Background: an optimization exercise with open tools, aiming at small area and a short achievable clock period. Do not read the settings as production practice. No run shown here included a check of the RTL's function; only the layout flow was run.

## design.v

```verilog
`timescale 1ns/1ps
`default_nettype none
module pe_sequencer
(
    input  logic                   clk,
    input  logic                   rst,
    input  logic                   in_valid,
    input  logic [16-1:0] weight_count,
    input  logic [16-1:0] feature_count,
    output logic [4-1:0]   slot_sel,
    output logic                   busy,
    output logic                   out_valid
);
    localparam logic [1:0] IDLE         = 2'd0;
    localparam logic [1:0] LOAD_WEIGHT  = 2'd1;
    localparam logic [1:0] LOAD_FEATURE = 2'd2;
    localparam logic [1:0] DONE         = 2'd3;
    logic [1:0]             state;
    logic [1:0]             next_state;
    logic [16-1:0] cycle_cnt;
    logic [16-1:0] next_cycle_cnt;
    logic [16-1:0] weight_cnt;
    logic [16-1:0] next_weight_cnt;
    logic                   accept;
    logic                   weight_we;
    logic                   pass_end;
    assign accept = (state == IDLE && in_valid) ||
                    state == LOAD_WEIGHT ||
                    state == LOAD_FEATURE;
    logic [16-1:0] cycle_inc;
    logic [16-1:0] weight_inc;
    logic                   last_if_we;
    logic                   last_if_not_we;
    assign cycle_inc  = cycle_cnt + 16'(1);
    assign weight_inc = weight_cnt + 16'(1);
    assign pass_end  = accept && (cycle_inc == feature_count);
    assign weight_we = accept && (cycle_cnt < 16'(4));
    logic [4-1:0] next_slot_sel;
    always_comb begin
        for (int i = 0; i < 4; i++)
            next_slot_sel[i] = (next_cycle_cnt == 16'(i));
    end
    assign busy = (state != IDLE) || in_valid;
    assign next_weight_cnt = weight_we ? weight_inc : weight_cnt;
    assign last_if_we     = (weight_inc >= weight_count);
    assign last_if_not_we = (weight_cnt >= weight_count);
    always_comb begin
        next_state     = state;
        next_cycle_cnt = cycle_cnt;
        if (accept) begin
            if (pass_end) begin
                next_cycle_cnt = '0;
                if (weight_we ? last_if_we : last_if_not_we) begin
                    next_state = DONE;
                end else begin
                    next_state = LOAD_WEIGHT;
                end
            end else begin
                next_cycle_cnt = cycle_inc;
                if (next_cycle_cnt < 16'(4)) begin
                    next_state = LOAD_WEIGHT;
                end else begin
                    next_state = LOAD_FEATURE;
                end
            end
        end
    end
    always_ff @(posedge clk or posedge rst) begin
        if (rst) begin
            state      <= IDLE;
            cycle_cnt  <= '0;
            weight_cnt <= '0;
            out_valid  <= 1'b0;
            slot_sel   <= 4'(1);
        end else begin
            slot_sel   <= next_slot_sel;
            state      <= next_state;
            cycle_cnt  <= next_cycle_cnt;
            weight_cnt <= next_weight_cnt;
            out_valid  <= accept;
        end
    end
endmodule
`default_nettype wire
`timescale 1ns/1ps
`default_nettype none
module weight_buffer
(
    input  logic                   clk,
    input  logic                   rst,
    input  logic [4-1:0]   slot_sel,
    input  logic [(8 + 2*8)-1:0] weight_in,
    output logic [4*(8 + 2*8)-1:0] weights,
    output logic [4*(8 + 2*8)-1:0] weights_next
);
    localparam int EW = (8 + 2*8);
    logic [4*EW-1:0] slots;
    always_comb begin
        for (int i = 0; i < 4; i++)
            weights_next[i*EW +: EW] = slot_sel[i] ? weight_in : slots[i*EW +: EW];
    end
    always_ff @(posedge clk or posedge rst) begin
        if (rst) begin
            slots <= '0;
        end else begin
            slots <= weights_next;
        end
    end
    assign weights = slots;
endmodule
`default_nettype wire
`timescale 1ns/1ps
`default_nettype none
module feature_window
(
    input  logic                   clk,
    input  logic                   rst,
    input  logic                   busy,
    input  logic [(4*(8 + 2*8))-1:0] feature_in,
    output logic [3*(4*(8 + 2*8))-1:0] window,
    output logic [2*4*8-1:0] coords3
);
    localparam int GW = (4*(8 + 2*8));
    localparam int CW = 2*4*8;
    logic [3*GW-1:0] stages;
    logic [CW-1:0]   last;
    always_ff @(posedge clk or posedge rst) begin
        if (rst) begin
            stages <= '0;
            last   <= '0;
        end else begin
            stages <= {stages[2*GW-1:0], feature_in & {GW{busy}}};
            last   <= stages[2*GW +: CW];
        end
    end
    assign window  = stages;
    assign coords3 = last;
endmodule
`default_nettype wire
`timescale 1ns/1ps
`default_nettype none
module outer_product_array
(
    input  logic                             clk,
    input  logic [4*(8 + 2*8)-1:0] weights,
    input  logic [4*(8 + 2*8)-1:0] weights_next,
    input  logic [3*(4*(8 + 2*8))-1:0]         window,
    input  logic [2*4*8-1:0] coords3,
    input  logic [(4*(8 + 2*8))-1:0]           feature_in,
    output logic [(4*4*(2*8 + 2*8))-1:0]          result
);
    localparam int W  = 8;
    localparam int C  = 8;
    localparam int L  = 4;
    localparam int N  = L*L;
    localparam int EW = (8 + 2*8);
    localparam int GW = (4*(8 + 2*8));
    logic [4*GW-1:0] src;
    assign src = {window, feature_in};
    logic [N*2*W-1:0] prod_s_d, prod_c_d;
    logic [N*2*W-1:0] prod_b_d, prod_b_q;
    logic [N*3-1:0]   prod_g_d, prod_g_q;
    logic [N*2*W-1:0] prod_q;
    for (genvar i = 0; i < L; i++) begin : g_slot
        for (genvar j = 0; j < L; j++) begin : g_lane
            mul_bw u_mul (
                .a (weights_next[i*EW + 2*C +: W]),
                .b (src[i*GW + 2*L*C + j*W +: W]),
                .s (prod_s_d[(i*L+j)*2*W +: 2*W]),
                .c (prod_c_d[(i*L+j)*2*W +: 2*W])
            );
            blk_pre u_pre (
                .ra (prod_s_d[(i*L+j)*2*W +: 2*W]),
                .rb (prod_c_d[(i*L+j)*2*W +: 2*W]),
                .s0 (prod_b_d[(i*L+j)*2*W +: 2*W]),
                .g  (prod_g_d[(i*L+j)*3 +: 3])
            );
            blk_post u_post (
                .s0 (prod_b_q[(i*L+j)*2*W +: 2*W]),
                .g  (prod_g_q[(i*L+j)*3 +: 3]),
                .p  (prod_q[(i*L+j)*2*W +: 2*W])
            );
        end
    end
    always_ff @(posedge clk) begin
        prod_b_q <= prod_b_d;
        prod_g_q <= prod_g_d;
    end
    logic [4*2*L*C-1:0] coords;
    always_comb begin
        for (int d = 0; d < 3; d++)
            coords[d*2*L*C +: 2*L*C] = window[d*GW +: 2*L*C];
        coords[3*2*L*C +: 2*L*C] = coords3;
    end
    always_comb begin
        result[N*2*C +: N*2*W] = prod_q;
        for (int i = 0; i < L; i++) begin
            for (int j = 0; j < L; j++) begin
                result[N*C + (i*L+j)*C +: C] =
                    coords[i*2*L*C + L*C + j*C +: C] - weights[i*EW + C +: C];
                result[(i*L+j)*C +: C] =
                    coords[i*2*L*C + j*C +: C] - weights[i*EW +: C];
            end
        end
    end
endmodule
module mul_bw (
    input  logic [7:0]  a,
    input  logic [7:0]  b,
    output logic [15:0] s,
    output logic [15:0] c
);
    logic t1, t2;
    assign t1 = (a[0] & b[6]) ^ (a[1] & b[5]);
    assign t2 = (a[0] & b[6]) & (a[1] & b[5]);
    logic t3, t4;
    assign t3 = ~(a[0] & b[7]) ^ (a[1] & b[6]) ^ (a[2] & b[5]);
    assign t4 = (~(a[0] & b[7]) & (a[1] & b[6])) | (~(a[0] & b[7]) & (a[2] & b[5])) | ((a[1] & b[6]) & (a[2] & b[5]));
    logic t5, t6;
    assign t5 = (a[3] & b[4]) ^ (a[4] & b[3]);
    assign t6 = (a[3] & b[4]) & (a[4] & b[3]);
    logic t7, t8;
    assign t7 = ~(a[1] & b[7]) ^ (a[2] & b[6]) ^ (a[3] & b[5]);
    assign t8 = (~(a[1] & b[7]) & (a[2] & b[6])) | (~(a[1] & b[7]) & (a[3] & b[5])) | ((a[2] & b[6]) & (a[3] & b[5]));
    logic t9, t10;
    assign t9 = (a[4] & b[4]) ^ (a[5] & b[3]) ^ (a[6] & b[2]);
    assign t10 = ((a[4] & b[4]) & (a[5] & b[3])) | ((a[4] & b[4]) & (a[6] & b[2])) | ((a[5] & b[3]) & (a[6] & b[2]));
    logic t11, t12;
    assign t11 = ~(a[2] & b[7]) ^ (a[3] & b[6]) ^ (a[4] & b[5]);
    assign t12 = (~(a[2] & b[7]) & (a[3] & b[6])) | (~(a[2] & b[7]) & (a[4] & b[5])) | ((a[3] & b[6]) & (a[4] & b[5]));
    logic t13, t14;
    assign t13 = (a[0] & b[4]) ^ (a[1] & b[3]);
    assign t14 = (a[0] & b[4]) & (a[1] & b[3]);
    logic t15, t16;
    assign t15 = (a[0] & b[5]) ^ (a[1] & b[4]) ^ (a[2] & b[3]);
    assign t16 = ((a[0] & b[5]) & (a[1] & b[4])) | ((a[0] & b[5]) & (a[2] & b[3])) | ((a[1] & b[4]) & (a[2] & b[3]));
    logic t17, t18;
    assign t17 = (a[3] & b[2]) ^ (a[4] & b[1]);
    assign t18 = (a[3] & b[2]) & (a[4] & b[1]);
    logic t19, t20;
    assign t19 = t1 ^ (a[2] & b[4]) ^ (a[3] & b[3]);
    assign t20 = (t1 & (a[2] & b[4])) | (t1 & (a[3] & b[3])) | ((a[2] & b[4]) & (a[3] & b[3]));
    logic t21, t22;
    assign t21 = (a[4] & b[2]) ^ (a[5] & b[1]) ^ (a[6] & b[0]);
    assign t22 = ((a[4] & b[2]) & (a[5] & b[1])) | ((a[4] & b[2]) & (a[6] & b[0])) | ((a[5] & b[1]) & (a[6] & b[0]));
    logic t23, t24;
    assign t23 = t3 ^ t5 ^ (a[5] & b[2]);
    assign t24 = (t3 & t5) | (t3 & (a[5] & b[2])) | (t5 & (a[5] & b[2]));
    logic t25, t26;
    assign t25 = (a[6] & b[1]) ^ ~(a[7] & b[0]) ^ t2;
    assign t26 = ((a[6] & b[1]) & ~(a[7] & b[0])) | ((a[6] & b[1]) & t2) | (~(a[7] & b[0]) & t2);
    logic t27, t28;
    assign t27 = t7 ^ t9 ^ ~(a[7] & b[1]);
    assign t28 = (t7 & t9) | (t7 & ~(a[7] & b[1])) | (t9 & ~(a[7] & b[1]));
    logic t29, t30;
    assign t29 = t4 ^ t6 ^ 1'b1;
    assign t30 = (t4 & t6) | (t4 & 1'b1) | (t6 & 1'b1);
    logic t31, t32;
    assign t31 = t11 ^ (a[5] & b[4]) ^ (a[6] & b[3]);
    assign t32 = (t11 & (a[5] & b[4])) | (t11 & (a[6] & b[3])) | ((a[5] & b[4]) & (a[6] & b[3]));
    logic t33, t34;
    assign t33 = ~(a[7] & b[2]) ^ t8 ^ t10;
    assign t34 = (~(a[7] & b[2]) & t8) | (~(a[7] & b[2]) & t10) | (t8 & t10);
    logic t35, t36;
    assign t35 = ~(a[3] & b[7]) ^ (a[4] & b[6]) ^ (a[5] & b[5]);
    assign t36 = (~(a[3] & b[7]) & (a[4] & b[6])) | (~(a[3] & b[7]) & (a[5] & b[5])) | ((a[4] & b[6]) & (a[5] & b[5]));
    logic t37, t38;
    assign t37 = (a[6] & b[4]) ^ ~(a[7] & b[3]) ^ t12;
    assign t38 = ((a[6] & b[4]) & ~(a[7] & b[3])) | ((a[6] & b[4]) & t12) | (~(a[7] & b[3]) & t12);
    logic t39, t40;
    assign t39 = ~(a[4] & b[7]) ^ (a[5] & b[6]) ^ (a[6] & b[5]);
    assign t40 = (~(a[4] & b[7]) & (a[5] & b[6])) | (~(a[4] & b[7]) & (a[6] & b[5])) | ((a[5] & b[6]) & (a[6] & b[5]));
    logic t41, t42;
    assign t41 = (a[0] & b[3]) ^ (a[1] & b[2]);
    assign t42 = (a[0] & b[3]) & (a[1] & b[2]);
    logic t43, t44;
    assign t43 = t13 ^ (a[2] & b[2]) ^ (a[3] & b[1]);
    assign t44 = (t13 & (a[2] & b[2])) | (t13 & (a[3] & b[1])) | ((a[2] & b[2]) & (a[3] & b[1]));
    logic t45, t46;
    assign t45 = t15 ^ t17 ^ (a[5] & b[0]);
    assign t46 = (t15 & t17) | (t15 & (a[5] & b[0])) | (t17 & (a[5] & b[0]));
    logic t47, t48;
    assign t47 = t19 ^ t21 ^ t16;
    assign t48 = (t19 & t21) | (t19 & t16) | (t21 & t16);
    logic t49, t50;
    assign t49 = t23 ^ t25 ^ t20;
    assign t50 = (t23 & t25) | (t23 & t20) | (t25 & t20);
    logic t51, t52;
    assign t51 = t27 ^ t29 ^ t24;
    assign t52 = (t27 & t29) | (t27 & t24) | (t29 & t24);
    logic t53, t54;
    assign t53 = t31 ^ t33 ^ t28;
    assign t54 = (t31 & t33) | (t31 & t28) | (t33 & t28);
    logic t55, t56;
    assign t55 = t35 ^ t37 ^ t32;
    assign t56 = (t35 & t37) | (t35 & t32) | (t37 & t32);
    logic t57, t58;
    assign t57 = t39 ^ ~(a[7] & b[4]) ^ t36;
    assign t58 = (t39 & ~(a[7] & b[4])) | (t39 & t36) | (~(a[7] & b[4]) & t36);
    logic t59, t60;
    assign t59 = ~(a[5] & b[7]) ^ (a[6] & b[6]) ^ ~(a[7] & b[5]);
    assign t60 = (~(a[5] & b[7]) & (a[6] & b[6])) | (~(a[5] & b[7]) & ~(a[7] & b[5])) | ((a[6] & b[6]) & ~(a[7] & b[5]));
    logic t61, t62;
    assign t61 = (a[0] & b[2]) ^ (a[1] & b[1]);
    assign t62 = (a[0] & b[2]) & (a[1] & b[1]);
    logic t63, t64;
    assign t63 = t41 ^ (a[2] & b[1]) ^ (a[3] & b[0]);
    assign t64 = (t41 & (a[2] & b[1])) | (t41 & (a[3] & b[0])) | ((a[2] & b[1]) & (a[3] & b[0]));
    logic t65, t66;
    assign t65 = t43 ^ (a[4] & b[0]) ^ t42;
    assign t66 = (t43 & (a[4] & b[0])) | (t43 & t42) | ((a[4] & b[0]) & t42);
    logic t67, t68;
    assign t67 = t45 ^ t14 ^ t44;
    assign t68 = (t45 & t14) | (t45 & t44) | (t14 & t44);
    logic t69, t70;
    assign t69 = t47 ^ t18 ^ t46;
    assign t70 = (t47 & t18) | (t47 & t46) | (t18 & t46);
    logic t71, t72;
    assign t71 = t49 ^ t22 ^ t48;
    assign t72 = (t49 & t22) | (t49 & t48) | (t22 & t48);
    logic t73, t74;
    assign t73 = t51 ^ t26 ^ t50;
    assign t74 = (t51 & t26) | (t51 & t50) | (t26 & t50);
    logic t75, t76;
    assign t75 = t53 ^ t30 ^ t52;
    assign t76 = (t53 & t30) | (t53 & t52) | (t30 & t52);
    logic t77, t78;
    assign t77 = t55 ^ t34 ^ t54;
    assign t78 = (t55 & t34) | (t55 & t54) | (t34 & t54);
    logic t79, t80;
    assign t79 = t57 ^ t38 ^ t56;
    assign t80 = (t57 & t38) | (t57 & t56) | (t38 & t56);
    logic t81, t82;
    assign t81 = t59 ^ t40 ^ t58;
    assign t82 = (t59 & t40) | (t59 & t58) | (t40 & t58);
    logic t83, t84;
    assign t83 = ~(a[6] & b[7]) ^ ~(a[7] & b[6]) ^ t60;
    assign t84 = (~(a[6] & b[7]) & ~(a[7] & b[6])) | (~(a[6] & b[7]) & t60) | (~(a[7] & b[6]) & t60);
    assign s[0] = (a[0] & b[0]);
    assign c[0] = 1'b0;
    assign s[1] = (a[0] & b[1]);
    assign c[1] = (a[1] & b[0]);
    assign s[2] = t61;
    assign c[2] = (a[2] & b[0]);
    assign s[3] = t63;
    assign c[3] = t62;
    assign s[4] = t65;
    assign c[4] = t64;
    assign s[5] = t67;
    assign c[5] = t66;
    assign s[6] = t69;
    assign c[6] = t68;
    assign s[7] = t71;
    assign c[7] = t70;
    assign s[8] = t73;
    assign c[8] = t72;
    assign s[9] = t75;
    assign c[9] = t74;
    assign s[10] = t77;
    assign c[10] = t76;
    assign s[11] = t79;
    assign c[11] = t78;
    assign s[12] = t81;
    assign c[12] = t80;
    assign s[13] = t83;
    assign c[13] = t82;
    assign s[14] = (a[7] & b[7]);
    assign c[14] = t84;
    assign s[15] = 1'b1;
    assign c[15] = 1'b0;
endmodule
module blk_pre (
    input  logic [15:0] ra,
    input  logic [15:0] rb,
    output logic [15:0] s0,
    output logic [2:0]  g
);
    always_comb begin
        for (int k = 0; k < 4; k++) begin
            logic [4:0] t;
            t = {1'b0, ra[4*k +: 4]} + {1'b0, rb[4*k +: 4]};
            s0[4*k +: 4] = t[3:0];
            if (k < 3) g[k] = t[4];
        end
    end
endmodule
module blk_post (
    input  logic [15:0] s0,
    input  logic [2:0]  g,
    output logic [15:0] p
);
    logic [3:0] pr;
    logic [3:0] c;
    always_comb begin
        for (int k = 0; k < 4; k++)
            pr[k] = &s0[4*k +: 4];
        c[0] = 1'b0;
        c[1] = g[0];
        c[2] = g[1] | (pr[1] & g[0]);
        c[3] = g[2] | (pr[2] & g[1]) | (pr[2] & pr[1] & g[0]);
        for (int k = 0; k < 4; k++)
            p[4*k +: 4] = s0[4*k +: 4] + {3'b0, c[k]};
    end
endmodule
`default_nettype wire
`timescale 1ns/1ps
`default_nettype none
module pe_unit
(
    input  logic                   clk,
    input  logic                   rst,
    input  logic                   in_valid,
    input  logic [16-1:0] weight_count,
    input  logic [16-1:0] feature_count,
    input  logic [(8 + 2*8)-1:0] weight_in,
    input  logic [(4*(8 + 2*8))-1:0] feature_in,
    output logic                   out_valid,
    output logic [(4*4*(2*8 + 2*8))-1:0] result
);
    logic [4-1:0]             slot_sel;
    logic                             busy;
    logic [4*(8 + 2*8)-1:0] weights;
    logic [4*(8 + 2*8)-1:0] weights_next;
    logic [3*(4*(8 + 2*8))-1:0]         window;
    logic [2*4*8-1:0] coords3;
    pe_sequencer u_sequencer (
        .clk           (clk),
        .rst           (rst),
        .in_valid      (in_valid),
        .weight_count  (weight_count),
        .feature_count (feature_count),
        .slot_sel      (slot_sel),
        .busy          (busy),
        .out_valid     (out_valid)
    );
    weight_buffer u_weight_buffer (
        .clk          (clk),
        .rst          (rst),
        .slot_sel     (slot_sel),
        .weight_in    (weight_in),
        .weights      (weights),
        .weights_next (weights_next)
    );
    feature_window u_feature_window (
        .clk        (clk),
        .rst        (rst),
        .busy       (busy),
        .feature_in (feature_in),
        .window     (window),
        .coords3    (coords3)
    );
    outer_product_array u_outer_product_array (
        .clk          (clk),
        .weights      (weights),
        .weights_next (weights_next),
        .window       (window),
        .coords3      (coords3),
        .feature_in   (feature_in),
        .result       (result)
    );
endmodule
`default_nettype wire
```

## run.sh

```bash
#!/bin/bash
# synth_recipe.tcl (not shown) runs the flow's synth.tcl, then flattens the netlist and writes it again
# the make line also repeats each setting of config.mk as NAME=value (left out here)
make -C /OpenROAD-flow-scripts/flow DESIGN_CONFIG=/design/flow/config.mk WORK_HOME=/design/flow/orfs CLKGATE_MAP_FILE= SYNTH_SCRIPT=/design/flow/synth_recipe.tcl finish
```

## config.mk

```make
export PLATFORM = sky130hd
export DESIGN_NAME = pe_unit
export DESIGN_NICKNAME = pe_unit
export VERILOG_FILES = /design/flow/design.v
export SDC_FILE = /design/flow/constraint.sdc
export NUM_CORES = 4
export LEC_CHECK = 0
export CAP_MARGIN = 20
export CORE_MARGIN = 2
export CORE_UTILIZATION = 40
export SETUP_SLACK_MARGIN = 2.8
export SLEW_MARGIN = 20
```

## constraint.sdc

```tcl
create_clock -name core_clock -period 7.0 [get_ports {clk}]
set_input_delay 1.4000 -clock core_clock [delete_from_list [all_inputs] [get_ports {clk}]]
set_output_delay 1.4000 -clock core_clock [all_outputs]
set_load 0.01 [all_outputs]
```

==> flow_metrics.py, run 1 <==
metrics = {
    "run_status": {
        "outcome": "no timing/DRC/antenna violations",
    },
    "final_layout": {
        "final_nets": 8633,
        "post_route_cells_drive_above_1_share": 0.1783,
        "nFillCells": 13760,
        "synthToLayoutAreaGrowth_pct": 28.97,
    },
    "floorplanning": {
        "rows": 144,
        "die_x_um": 398.7,
        "initial_core_util": 0.4035,
        "die_area_um2": 158900,
        "coreArea_um2": 154400,
        "io_pins": 668,
        "die_h_um": 398.7,
    },
    "grt": {
        "grt_pass1_vias": 48990,
        "grt_max_degree": 161,
        "grt_pass1_wl_um": 302200,
        "grt_antenna_before_repair": 27,
        "overflow": 0,
        "track_usage": 0.2529,
    },
    "synthesis": {
        "synth_common_cells": "inv_1, ha_1, fa_1",
        "synth_top_area_frac": 0.2108,
        "synth_fp_nets": 7742,
        "ys.flop_type": "dfrtp_1",
        "avgSynthCellArea_um2": 9.983,
        "yosysMostFrequentCell": "inv_1",
        "async_reset_ff_frac": 0.6157,
        "synth-seq-cells": 791,
        "yosysWarningCount": 6,
        "synth_area_um2": 62300,
        "yosys.cell_types.count": 73,
        "synth_top_cell_by_area": "fa_1",
        "synth_cells": 6241,
        "yosys-top-cells-area": "fa_1, dfrtp_1, ha_1, dfxtp_1, inv_1",
        "synth_edf_count": 0,
        "seq_area_frac_synth": 0.2933,
    },
    "clock_tree": {
        "clk_pin_slew_ns": 0.06,
        "cts_tree": "done",
        "clkLatencyLatePin_ns": 0.71,
        "root_buffer": "clkbuf_16",
        "clock_sinks": 791,
        "htreeDepth": 3,
        "cts_buffer_depth": 3,
        "cts_buffers": 97,
        "hold_buffers": 0,
    },
    "hold_path": {
        "hp-class": "flop to flop",
    },
    "sta": {
        "min_period_ns": 4.359,
        "drv_slew": 0,
        "final.period_utilization": 0.6227,
        "holdWs_ns": 0.3724,
        "rsz0062_at_grt": "yes",
        "slew_headroom": 0.3495,
        "worst_pin_slew_ns": 0.9758,
        "fin_tns_setup_ns": 0,
        "setup-violations-final": 0,
        "hold_violations": 0,
        "clock_skew_ns": 0.03582,
        "timing.fmax_mhz": 229.4,
    },
    "routing": {
        "wl_um": 202100,
        "routedWlPerCell_um": 21.79,
        "drtAntennaViolNets": 0,
        "vias": 46800,
        "drc": 0,
        "drtIter0Drc": 3229,
        "vias_per_cell": 5.046,
        "dr.pass1.iters": 6,
    },
    "setup_path": {
        "end_kind": "primary output",
        "crit_type": "flop to primary output",
        "worstSetupStartpointType": "flop",
        "arrival_ns": 2.96,
        "required_ns": 5.60,
        "crit_fanout": 5,
    },
    "placed_design": {
        "gp_congestion": 0.9135,
        "io_buffers": 667,
        "dpl.hpwl_um": 142900,
    },
    "flow_run": {
        "drv_cap": 0,
    },
}
==> timing repair <==
| action | 4_1_cts | 5_1_grt |
|---|---|---|
| cloned | 39 | 4 |
| buffers inserted | 205 | 87 |
| hold endpoints to repair | 0 | 0 |
| pin swaps | 310 | 347 |
| setup endpoints to repair | 409 | 215 |
| gates resized for setup | 978 | 355 |
==> per-stage QoR <==
step | setup WS, ns | area, um2 | utilization | std cells
finish | 2.641 | 80350 | 0.5204 | 9276
floorplan | -1.002 | 63280 | - | 6241
global placement | 1.045 | 71090 | 0.4604 | 8742
CTS | 2.535 | 78200 | 0.5065 | 9170
detailed placement | 0.9660 | 71090 | 0.4604 | 8742
global route | 2.517 | 80340 | 0.5203 | 9270
==> cell families after synthesis <==
family,synth area share
AO/OA/AOI/OAI,0.06354
XOR/XNOR,0.06300
adder cells (fa/ha/maj),0.3494
buffers and inverters,0.08525
flip-flops,0.2933
multiplexers,0.009158
AND/OR/NAND/NOR,0.1364
==> registers in the layout (all words and copies together), names as in the netlist <==
signal                          count
u_feature_window.stages           288
u_outer_product_array.prod_b_q    256
u_sequencer.out_valid               1
u_weight_buffer.slots              96
u_sequencer.cycle_cnt              16
u_sequencer.slot_sel                4
u_sequencer.state                   2
u_outer_product_array.prod_g_q     48
u_sequencer.weight_cnt             16
u_feature_window.last              64
==> path summary, 6_finish.rpt <==
check | endpoint | cells past startpoint | slack, ns | from
min in group asynchronous | u_feature_window.stages[2] | 2 | 1.14 | rst
max in group asynchronous | u_weight_buffer.slots[80] | 3 | 4.43 | rst
setup reg to reg | u_outer_product_array.prod_g_q[8] | 13 | 2.66 | u_sequencer.slot_sel[0]
hold reg to reg | u_feature_window.last[60] | 0 | 0.37 | u_feature_window.stages[252]
setup / recovery | result[143] | 12 | 2.64 | u_weight_buffer.slots[9]
hold / removal | u_feature_window.last[60] | 0 | 0.37 | u_feature_window.stages[252]
==> per-layer routing <==
metal / GRT usage / routed length (um) / up-vias
li1: - / - / 21140
met1: 0.3437 / 86850 / 23710
met2: 0.4007 / 92280 / 1594
met3: 0.04861 / 15400 / 340
met4: 0.09346 / 7519 / 14
met5: 0 / 86 / -
==> layout make-up <==
| class | instances | area [um2] | area share |
|---|---|---|---|
| antenna | 15 | 37.54 | 0.0004672 |
| clock buffer | 142 | 2948 | 0.03669 |
| clock inverter | 42 | 603.1 | 0.007506 |
| inverter | 1107 | 4189 | 0.05213 |
| multi-input combinational | 4149 | 42410 | 0.5279 |
| sequential | 791 | 18310 | 0.2279 |
| tap | 2044 | 2557 | 0.03183 |
| timing repair buffer | 986 | 9289 | 0.1156 |
==> cell usage in the layout, fill, tap and decap left out, types with 34 or more instances in the layout <==
master / count
ha_4: 77
a21oi_2: 87
xor2_1: 121
nand2b_1: 75
nand3_1: 50
a21oi_1: 72
nand2_1: 609
o21ai_0: 94
dlygate4sd2_1: 93
fa_1: 582
mux2_4: 51
and2_4: 58
buf_6: 46
buf_4: 266
clkdlybuf4s50_1: 456
xnor2_1: 265
nor2_1: 69
fa_2: 74
and2_1: 478
buf_2: 52
dfxtp_1: 304
dfrtp_1: 463
nor2b_1: 144
o21ai_1: 58
mux2_2: 34
inv_2: 75
clkbuf_16: 109
inv_1: 1023
ha_1: 593
a21o_1: 148
==> critical path, cell delays in order, from the launching register on <==
cell and delay (ns):
dfrtp_2 0.41, inv_4 0.07, ha_1 0.26, nor2b_1 0.16, o21ai_2 0.07, buf_4 0.16
a21boi_2 0.18, o21a_1 0.15, nor2_2 0.05, o21bai_1 0.22, a21oi_2 0.11, xnor2_2 0.23
buf_2 0.17
==> run 2, diff against run 1 <==
--- a/design.v
+++ b/design.v
@@ -118,22 +118,16 @@
     input  logic                   busy,
     input  logic [(4*(8 + 2*8))-1:0] feature_in,
-    output logic [3*(4*(8 + 2*8))-1:0] window,
-    output logic [2*4*8-1:0] coords3
+    output logic [3*(4*(8 + 2*8))-1:0] window
 );
     localparam int GW = (4*(8 + 2*8));
-    localparam int CW = 2*4*8;
     logic [3*GW-1:0] stages;
-    logic [CW-1:0]   last;
     always_ff @(posedge clk or posedge rst) begin
         if (rst) begin
             stages <= '0;
-            last   <= '0;
         end else begin
             stages <= {stages[2*GW-1:0], feature_in & {GW{busy}}};
-            last   <= stages[2*GW +: CW];
         end
     end
     assign window  = stages;
-    assign coords3 = last;
 endmodule
 `default_nettype wire
@@ -143,8 +137,6 @@
 (
     input  logic                             clk,
-    input  logic [4*(8 + 2*8)-1:0] weights,
     input  logic [4*(8 + 2*8)-1:0] weights_next,
     input  logic [3*(4*(8 + 2*8))-1:0]         window,
-    input  logic [2*4*8-1:0] coords3,
     input  logic [(4*(8 + 2*8))-1:0]           feature_in,
     output logic [(4*4*(2*8 + 2*8))-1:0]          result
@@ -187,21 +179,20 @@
         prod_g_q <= prod_g_d;
     end
-    logic [4*2*L*C-1:0] coords;
+    logic [N*2*C-1:0] off_d;
+    logic [N*2*C-1:0] off_q;
     always_comb begin
-        for (int d = 0; d < 3; d++)
-            coords[d*2*L*C +: 2*L*C] = window[d*GW +: 2*L*C];
-        coords[3*2*L*C +: 2*L*C] = coords3;
-    end
-    always_comb begin
-        result[N*2*C +: N*2*W] = prod_q;
         for (int i = 0; i < L; i++) begin
             for (int j = 0; j < L; j++) begin
-                result[N*C + (i*L+j)*C +: C] =
-                    coords[i*2*L*C + L*C + j*C +: C] - weights[i*EW + C +: C];
-                result[(i*L+j)*C +: C] =
-                    coords[i*2*L*C + j*C +: C] - weights[i*EW +: C];
+                off_d[N*C + (i*L+j)*C +: C] =
+                    src[i*GW + L*C + j*C +: C] - weights_next[i*EW + C +: C];
+                off_d[(i*L+j)*C +: C] =
+                    src[i*GW + j*C +: C] - weights_next[i*EW +: C];
             end
         end
     end
+    always_ff @(posedge clk) begin
+        off_q <= off_d;
+    end
+    assign result = {prod_q, off_q};
 endmodule
 module mul_bw (
@@ -423,5 +414,4 @@
     logic [4*(8 + 2*8)-1:0] weights_next;
     logic [3*(4*(8 + 2*8))-1:0]         window;
-    logic [2*4*8-1:0] coords3;
     pe_sequencer u_sequencer (
         .clk           (clk),
@@ -439,5 +429,4 @@
         .slot_sel     (slot_sel),
         .weight_in    (weight_in),
-        .weights      (weights),
         .weights_next (weights_next)
     );
@@ -447,13 +436,10 @@
         .busy       (busy),
         .feature_in (feature_in),
-        .window     (window),
-        .coords3    (coords3)
+        .window     (window)
     );
     outer_product_array u_outer_product_array (
         .clk          (clk),
-        .weights      (weights),
         .weights_next (weights_next),
         .window       (window),
-        .coords3      (coords3),
         .feature_in   (feature_in),
         .result       (result)
==> run 2 against run 1 <==
  * Sequential share of layout area rose by 3.8 points
  * Synthesized area up 5.2%
  * Worst setup slack got worse by 0.052 ns
  * Fmax shrank 1.2%
  * Via count fell by 0.78%
  * First-iteration DRC count is 17% lower
  * Design area is 1.9% higher
  * Register-to-register slack got worse by 0.07 ns
  * Cell count rose by 1.5%
  * Largest cell class unchanged
==> flow_metrics.py, run 2 <==
metrics = {
    "synthesis": {
        "synth-seq-cells": 983,
        "seq_area_frac_synth": 0.3327,
        "synth_top_cell_by_area": "fa_1",
        "synth_cells": 6315,
        "avgSynthCellArea_um2": 10.38,
        "async_reset_ff_frac": 0.4303,
        "yosys.cell_types.count": 68,
        "ys.flop_type": "dfxtp_1",
        "synth_common_cells": "inv_1, ha_1, fa_1",
        "yosysWarningCount": 6,
        "yosysMostFrequentCell": "inv_1",
        "synth_area_um2": 65520,
        "synth_top_area_frac": 0.2004,
        "synth_fp_nets": 7816,
        "synth_edf_count": 0,
        "yosys-top-cells-area": "fa_1, dfxtp_1, dfrtp_1, ha_1, inv_1",
    },
    "sta": {
        "drv_slew": 0,
        "final.period_utilization": 0.6300,
        "timing.fmax_mhz": 226.7,
        "worst_pin_slew_ns": 0.9479,
        "fin_ws_ns": 2.590,
        "setup-violations-final": 0,
        "min_period_ns": 4.410,
        "rsz0062_at_grt": "yes",
        "slew_headroom": 0.3681,
        "hold_violations": 0,
        "clock_skew_ns": 0.05092,
    },
    "routing": {
        "vias_per_cell": 4.932,
        "vias": 46440,
        "drtIter0Drc": 2674,
        "routedWlPerCell_um": 21.04,
        "dr.pass1.iters": 6,
        "drc": 0,
        "wl_um": 198100,
        "drtAntennaViolNets": 0,
    },
    "setup_path": {
        "crit_fanout": 5,
        "rrSetupSlack_ns": 2.59,
        "crit_type": "flop to flop",
        "cp_slowest_cell": "dfstp_4",
        "reg2reg_from": "u_sequencer.slot_sel[0]",
        "ff2ff_path_depth": 14,
        "cpPeakStageDelay_ns": 0.63,
        "arrival_ns": 5.02,
        "r2r_end": "u_outer_product_array.prod_g_q[8]",
        "crit_top_cell": "fa_2",
        "required_ns": 7.61,
        "worstSetupStartpointType": "flop",
        "crit_chain": "buf_12, buf_4, mux2_4, and2_4, fa_2, fa_2, inv_2, fa_2, fa_1, inv_1, ha_2, fa_2, a21o_1, a21o_1",
        "end_kind": "flop",
    },
    "final_layout": {
        "regMostFlops": "u_feature_window.stages",
        "seq_area_um2": 21810,
        "largest_reg_flops": 288,
        "final_nets": 8625,
        "fin_area_um2": 81890,
        "nFillCells": 14610,
        "synthToLayoutAreaGrowth_pct": 24.98,
        "multiInputGateArea_um2": 40430,
        "post_route_cells_drive_above_1_share": 0.1102,
        "top_regs": "u_feature_window.stages x288, u_outer_product_array.off_q x256, u_outer_product_array.prod_b_q x256",
        "final_cell_mix": "inv_1, ha_1, fa_1",
        "final_common_cell": "inv_1",
        "final_cells": 9415,
    },
    "clock_tree": {
        "clkLatencyLatePin_ns": 0.76,
        "cts_tree": "done",
        "clk_pin_slew_ns": 0.06,
        "cts_buffer_depth": 3,
        "clock_sinks": 983,
        "root_buffer": "clkbuf_16",
        "htreeDepth": 3,
        "cts_buffers": 114,
    },
    "placed_design": {
        "io_buffers": 667,
        "gp_congestion": 0.8658,
        "dpl.hpwl_um": 140800,
        "dpl_cell_area_um2": 74600,
        "pre_cts_ws_ns": 0.9257,
        "place_inst": 8956,
    },
    "grt": {
        "overflow": 0,
        "track_usage": 0.2362,
        "grt_pass1_vias": 49290,
        "grt_max_degree": 139,
        "grt_pass1_wl_um": 299000,
        "grt_antenna_before_repair": 26,
    },
    "floorplanning": {
        "initial_core_util": 0.4025,
        "die_area_um2": 167100,
        "coreArea_um2": 162800,
        "rows": 148,
        "die_h_um": 408.7,
        "io_pins": 668,
        "die_x_um": 408.7,
    },
    "hold_path": {
        "hp-class": "flop to flop",
        "hold_path.startpoint": "u_feature_window.stages[20]",
        "hold_depth": 0,
        "worst_hold_path.endpoint": "u_feature_window.stages[116]",
    },
    "flow_run": {
        "drv_cap": 0,
    },
    "run_status": {
        "outcome": "no timing/DRC/antenna violations",
    },
}
run 2: how the worst max path moves through the flow:
stage,from,end,cells past startpoint
floorplan,rst,u_feature_window.stages[0],1
global placement,weight_in[20],u_outer_product_array.prod_b_q[89],13
detailed placement,weight_in[20],u_outer_product_array.prod_g_q[17],15
CTS,u_sequencer.slot_sel[0],u_outer_product_array.prod_b_q[27],14
global route,u_sequencer.slot_sel[0],u_outer_product_array.prod_b_q[27],14
finish,u_sequencer.slot_sel[0],u_outer_product_array.prod_g_q[8],14
run 2: cell type report:
| cell class | instances | area share |
|---|---|---|
| diodes | 15 | 0.0004584 |
| clock buffers | 154 | 0.04063 |
| clock inverters | 63 | 0.01011 |
| inverters | 1084 | 0.04973 |
| multi-input cells | 4079 | 0.4938 |
| flip-flops and latches | 983 | 0.2664 |
| well taps | 2175 | 0.03323 |
| repair buffers | 862 | 0.1057 |
run 2: through the flow:
| stage | utilization | hold WS [ns] | TNS [ns] |
|---|---|---|---|
| 2_1_floorplan | - | 0.3537 | -45.01 |
| 3_3_place_gp | 0.4583 | 0.3612 | 0 |
| 3_5_place_dp | 0.4583 | 0.3630 | 0 |
| 4_1_cts | 0.4979 | 0.3710 | 0 |
| 5_1_grt | 0.5030 | 0.3788 | 0 |
| 6_report | 0.5031 | 0.3706 | 0 |
run 2: worst max-delay path: cells and delay by family, from the launching register on:
family	cells	cell delay, ns
compound gates	2	0.32
fa+ha+maj	6	2.49
buf+inv	4	0.34
flops	1	0.63
mux	1	0.33
simple gates	1	0.16
run 2: cells by family after synthesis:
family,Yosys count,synth area share
buf+inv,1299,0.07858
fa+ha+maj,1346,0.3322
simple gates,1587,0.1276
compound gates,559,0.05372
xor+xnor,440,0.05903
flops,983,0.3327
mux,101,0.01621
run 2: per-layer routing:
layer | vias to the layer above | global-route usage | wire [um]
met5 | - | 0 | 77
met4 | 14 | 0.07984 | 6872
met3 | 347 | 0.04776 | 14130
met2 | 1379 | 0.3919 | 93860
met1 | 23490 | 0.3072 | 83200
li1 | 21210 | - | -
run 2: timing repair:
item | CTS | global route
setup buffers | 137 | 40
pin swaps | 57 | 75
hold buffers | 0 | 0
setup endpoints to repair | 242 | 116
resized for setup | 213 | 123
cloned | 47 | 3

-- re-timing with driven ports --
How much do the figures lean on ideal ports? The routed layouts below were timed once more, with nothing changed but the port constraints. Step 1: set_driving_cell puts a clkbuf_16 on clk and a buf_2 on each other input, an assumption about the parent block. Step 2 adds t to the input delays and takes it off the output delays; t is the mean of the earliest and latest rising clock arrival at the registers after step 1. Input paths then give back, and output paths get back, about the clock's delay inside the block. Slacks: ideal ports / drivers / drivers and shift; pairs: ideal ports / drivers.
| run | shift t [ns] | setup slack, ns | worst setup path after step 2 | worst slew at a driven data input, ns | pins driven straight from the clock port |
|---|---|---|---|---|---|
| run 1 | 0.778 | 2.641 / 2.520 / 1.743 | input to register | 0.28 | 1 |
| run 2 | 0.827 | 2.590 / 2.523 / 1.696 | input to register | 0.27 | 1 |
After both steps setup and hold are still met in every run listed. For run 1, which loses most, drivers alone change the setup slack by -0.121 ns; drivers and shift together by -0.898 ns.
